Context: an optimization exercise on an open-source flow, tuned for small area. The choices shown serve that exercise and are no tape-out recipe. The RTL was checked by simulation tests, not by an equivalence proof against the original design. Power is estimated from default activity; no workload was simulated.

==> flow/design.v <==
`timescale 1ns/100ps
package isa_pkg;
   typedef struct packed {
      logic [3:0] op;
      logic [3:0] f_s;   
      logic [3:0] f_a;
      logic [3:0] f_b;
   } instr_t;
   localparam logic [3:0] OP_JZ    = 4'b1000;
   localparam logic [3:0] OP_JNZ   = 4'b1001;
   localparam logic [3:0] OP_LOADI = 4'b1010;
   localparam logic [3:0] OP_STOP  = 4'b1111;
endpackage
`timescale 1ns/100ps
package core_pkg;
   typedef logic [31:0] word_t;
   typedef logic [7:0]  pc_t;
endpackage
`timescale 1ns/100ps
module instr_decoder (
   input  logic [15:0] code,
   input  logic        rst_n,
   output logic [15:0] sel_a,      
   output logic [15:0] sel_b,      
   output logic [15:0] wr_sel,     
   output logic        write_en,
   output logic        imm_en,
   output logic        jz,
   output logic        jnz,
   output logic        stop
);
   logic [3:0] op;
   assign op = code[15:12];
   assign imm_en   = op == isa_pkg::OP_LOADI;
   assign write_en = (~op[3] & ~(op[2] & op[1])) | imm_en;
   assign jz       = op == isa_pkg::OP_JZ;
   assign jnz      = op == isa_pkg::OP_JNZ;
   assign stop     = op == isa_pkg::OP_STOP;
   for (genvar r = 0; r < 16; r++) begin : g_dec
      assign sel_a[r]  = code[7:4]  == 4'(r);
      assign sel_b[r]  = code[3:0]  == 4'(r);
      assign wr_sel[r] = (code[11:8] == 4'(r)) & write_en & rst_n;
   end
endmodule
`timescale 1ns/100ps
module pc_unit (
   input  logic       clk,
   input  logic       rst_n,
   input  logic       jz,
   input  logic       jnz,
   input  logic       stop,
   input  logic [7:0] target,
   input  logic [7:0] a_low,
   output logic [7:0] pc,
   output logic [7:0] next_pc,
   output logic       branch_en
);
   logic a_zero;
   assign a_zero    = a_low == 8'd0;
   assign branch_en = (jz & a_zero) | (jnz & ~a_zero);
   always_comb begin
      if (!rst_n)
         next_pc = 8'd0;
      else if (stop)
         next_pc = pc;
      else if (branch_en)
         next_pc = target;
      else
         next_pc = pc + 8'd1;
   end
   always_ff @(posedge clk)
      pc <= next_pc;
endmodule
`timescale 1ns/100ps
module reg_file (
   input  logic        clk,
   input  logic [15:0] sel_a,
   input  logic [15:0] sel_b,
   input  logic [15:0] wr_sel,
   input  logic [31:0] wdata,
   output logic [31:0] a,
   output logic [31:0] b
);
   logic [15:0][31:0] regs;
   for (genvar r = 0; r < 16; r++) begin : g_reg
      always_ff @(posedge clk)
         if (wr_sel[r])
            regs[r] <= wdata;
   end
   function automatic logic pick(input logic [15:0] t);
      logic [5:0] grp;
      logic       y;
      for (int k = 0; k < 5; k++)
         grp[k] = t[3 * k] | t[3 * k + 1] | t[3 * k + 2];
      grp[5] = t[15];
      y = (grp[0] | grp[1] | grp[2]) | (grp[3] | grp[4] | grp[5]);
      pick = y;
   endfunction
   always_comb
      for (int i = 0; i < 32; i++) begin
         logic [15:0] ta, tb;
         for (int r = 0; r < 16; r++) begin
            ta[r] = regs[r][i] & sel_a[r];
            tb[r] = regs[r][i] & sel_b[r];
         end
         a[i] = pick(ta);
         b[i] = pick(tb);
      end
endmodule
`timescale 1ns/100ps
module barrel_shifter (
   input  logic [31:0] a,
   input  logic [4:0]  shamt,
   output logic [31:0] y
);
   logic [31:0] s1, s2;
   always_comb begin
      s1 = '0;
      s2 = '0;
      for (int k = 0; k < 4; k++)
         s1 = s1 | ((a >> k) & {32{shamt[1:0] == 2'(k)}});
      for (int k = 0; k < 4; k++)
         s2 = s2 | ((s1 >> (4 * k)) & {32{shamt[3:2] == 2'(k)}});
      y = shamt[4] ? s2 >> 16 : s2;
   end
endmodule
`timescale 1ns/100ps
module exec_unit (
   input  logic [3:0]  op,
   input  logic [7:0]  imm,
   input  logic [31:0] a,
   input  logic [31:0] b,
   output logic [31:0] result
);
   logic [31:0] b_in, p, g, gc, pc, sum, sh_in, sh;
   logic        cin;
   assign cin  = op[0];
   assign b_in = b ^ {32{op[0]}};
   assign p    = a ^ b_in;
   assign g    = a & b_in;
   always_comb begin
      gc    = g;
      pc    = p;
      gc[0] = g[0] | (p[0] & cin);
      for (int d = 1; d < 32; d = d * 2)
         for (int i = 2 * d - 1; i < 32; i = i + 2 * d) begin
            gc[i] = gc[i] | (pc[i] & gc[i - d]);
            pc[i] = pc[i] & pc[i - d];
         end
      for (int d = 8; d >= 1; d = d / 2)
         for (int i = 3 * d - 1; i < 32; i = i + 2 * d) begin
            gc[i] = gc[i] | (pc[i] & gc[i - d]);
            pc[i] = pc[i] & pc[i - d];
         end
   end
   assign sum = p ^ {gc[30:0], cin};
   always_comb
      for (int i = 0; i < 32; i++)
         sh_in[i] = op[0] ? a[i] : a[31 - i];
   barrel_shifter u_shifter (.a(sh_in), .shamt(b[4:0]), .y(sh));
   logic sel_sll, sel_srl, sel_sum, sel_and, sel_xnor, sel_imm;
   assign sel_imm  = op[3];
   assign sel_sll  = ~op[3] & ~op[2] & ~op[1] & ~op[0];
   assign sel_srl  = ~op[3] & ~op[2] & ~op[1] &  op[0];
   assign sel_sum  = ~op[3] & ~op[2] &  op[1];
   assign sel_and  = ~op[3] &  op[2] & ~op[0];
   assign sel_xnor = ~op[3] &  op[2] &  op[0];
   always_comb
      for (int i = 0; i < 32; i++)
         result[i] = (sel_sum & sum[i]) |
                     (((sel_sll  & sh[31 - i]) |
                       (sel_srl  & sh[i])      |
                       (sel_and  & g[i]))      |
                      ((sel_xnor & p[i])       |
                       (sel_imm  & (i < 8 ? imm[i % 8] : 1'b0))));
endmodule
`timescale 1ns/100ps
module cpu_top (
   input  logic                 clk,
   input  logic                 rst_n,
   input  isa_pkg::instr_t      code,
   output core_pkg::pc_t        pc,
   output core_pkg::pc_t        next_pc,
   output core_pkg::word_t      result,
   output logic                 write_en,
   output logic                 imm_en,
   output logic                 branch_en
);
   logic [15:0] sel_a, sel_b, wr_sel;
   logic        jz, jnz, stop;
   logic [31:0] a, b;
   instr_decoder u_decoder (
      .code     (code),
      .rst_n    (rst_n),
      .sel_a    (sel_a),
      .sel_b    (sel_b),
      .wr_sel   (wr_sel),
      .write_en (write_en),
      .imm_en   (imm_en),
      .jz       (jz),
      .jnz      (jnz),
      .stop     (stop)
   );
   reg_file u_regs (
      .clk    (clk),
      .sel_a  (sel_a),
      .sel_b  (sel_b),
      .wr_sel (wr_sel),
      .wdata  (result),
      .a      (a),
      .b      (b)
   );
   exec_unit u_exec (
      .op     (code.op),
      .imm    ({code.f_a, code.f_b}),
      .a      (a),
      .b      (b),
      .result (result)
   );
   pc_unit u_pc (
      .clk       (clk),
      .rst_n     (rst_n),
      .jz        (jz),
      .jnz       (jnz),
      .stop      (stop),
      .target    ({code.f_s, code.f_b}),
      .a_low     (a[7:0]),
      .pc        (pc),
      .next_pc   (next_pc),
      .branch_en (branch_en)
   );
endmodule
export LEC_CHECK = 0
export CAP_MARGIN = 20
export CORE_MARGIN = 2
export CORE_UTILIZATION = 55
export CTS_BUF_LIST = sky130_fd_sc_hd__clkbuf_16
export CTS_CLUSTER_DIAMETER = 80
export CTS_CLUSTER_SIZE = 30
export GPL_ROUTABILITY_DRIVEN = 0
export PLACE_DENSITY = 0.65
export SLEW_MARGIN = 20
create_clock -name core_clock -period 12.0 [get_ports {clk}]
standard.sh (not shown) runs the stock make flow with config.mk's settings and CLKGATE_MAP_FILE= SYNTH_SCRIPT=/design/flow/synth_recipe.tcl, a recipe that flattens the netlist after the stock synthesis.
==> flow/flow/run.sh <==
#!/bin/bash
# Standard ORFS layout with two changes: the ABC mapping script used by
# synthesis is flow/abc.script (area-oriented &nf mapping with choices),
# and the port buffers are the smallest buffer cell.
set -euo pipefail
W=$PWD
{
  echo "proc abc {args} {"
  echo "  set i [lsearch -exact \$args -script]"
  echo "  if {\$i >= 0} { lset args [expr {\$i + 1}] $W/flow/abc.script }"
  echo "  yosys abc {*}\$args"
  echo "}"
  cat synth_recipe.tcl
} > my_synth.tcl
bash standard.sh SYNTH_SCRIPT=$W/my_synth.tcl synth > synth.log 2>&1
bash standard.sh SYNTH_SCRIPT=$W/my_synth.tcl "BUFFER_PORTS_ARGS=-buffer_cell sky130_fd_sc_hd__buf_1" > layout.log 2>&1
==> flow/flow/abc.script <==
strash
&get -n
&dch -f
&nf -R 1000
&put
topo
stime -c
buffer -c
upsize -c
dnsize -c
The starting point finished clean.
Change:
==> flow/flow/run.sh (replaced) <==
#!/bin/bash
# Standard ORFS layout with three changes: the ABC mapping script used by
# synthesis is flow/abc.script (area-oriented &nf mapping with choices),
# the port buffers are the smallest buffer cell, and after global routing
# the resizer downsizes gates off the critical paths (RECOVER_POWER).
set -euo pipefail
W=$PWD
{
  echo "proc abc {args} {"
  echo "  set i [lsearch -exact \$args -script]"
  echo "  if {\$i >= 0} { lset args [expr {\$i + 1}] $W/flow/abc.script }"
  echo "  yosys abc {*}\$args"
  echo "}"
  cat synth_recipe.tcl
} > my_synth.tcl
bash standard.sh SYNTH_SCRIPT=$W/my_synth.tcl synth > synth.log 2>&1
bash standard.sh SYNTH_SCRIPT=$W/my_synth.tcl \
  "BUFFER_PORTS_ARGS=-buffer_cell sky130_fd_sc_hd__buf_1" \
  RECOVER_POWER=100 > layout.log 2>&1
--- a/flow/config.mk
+++ b/flow/config.mk
@@ -13,3 +13,2 @@
 export CTS_CLUSTER_SIZE = 30
-export GPL_ROUTABILITY_DRIVEN = 0
 export PLACE_DENSITY = 0.65
This time the run finished but failed the layout checks on max-capacitance violations, max-slew violations.
First-iteration DRC count went up by about 2%.
Worst setup slack improved by 0.028 ns.
Final cell count is about the same.
Clock power hardly moves.
Cell area went down by 0.81%.
Clock-buffer cell count stays the same.
Synthesized cell count does not change.

-- separate check: timing with driven ports --
No port has a modelled driver above. Below, the same layouts with a new extraction and two added sets of constraints.
Step 1: set_driving_cell puts a clkbuf_16 on clk and a buf_2 on each other input, an assumption about the parent block.
Step 2 times the ports against the registers' clock, not the clock port: input delays grow and output delays shrink by t, the midpoint of the rising clock arrivals with the driver on.
a / b / c = ideal ports / drivers / drivers and shift; a / b = the first two.
run	shift t [ns]	setup slack, ns	worst register clock-pin slew, ns
the first run	0.661	0.413 / 0.389 / 0.389	0.11 / 0.11
the second run	0.681	0.441 / 0.419 / 0.419	0.12 / 0.12
The setup slack of the first run, which loses most, moves by -0.024 ns with the drivers and by -0.024 ns with both steps.
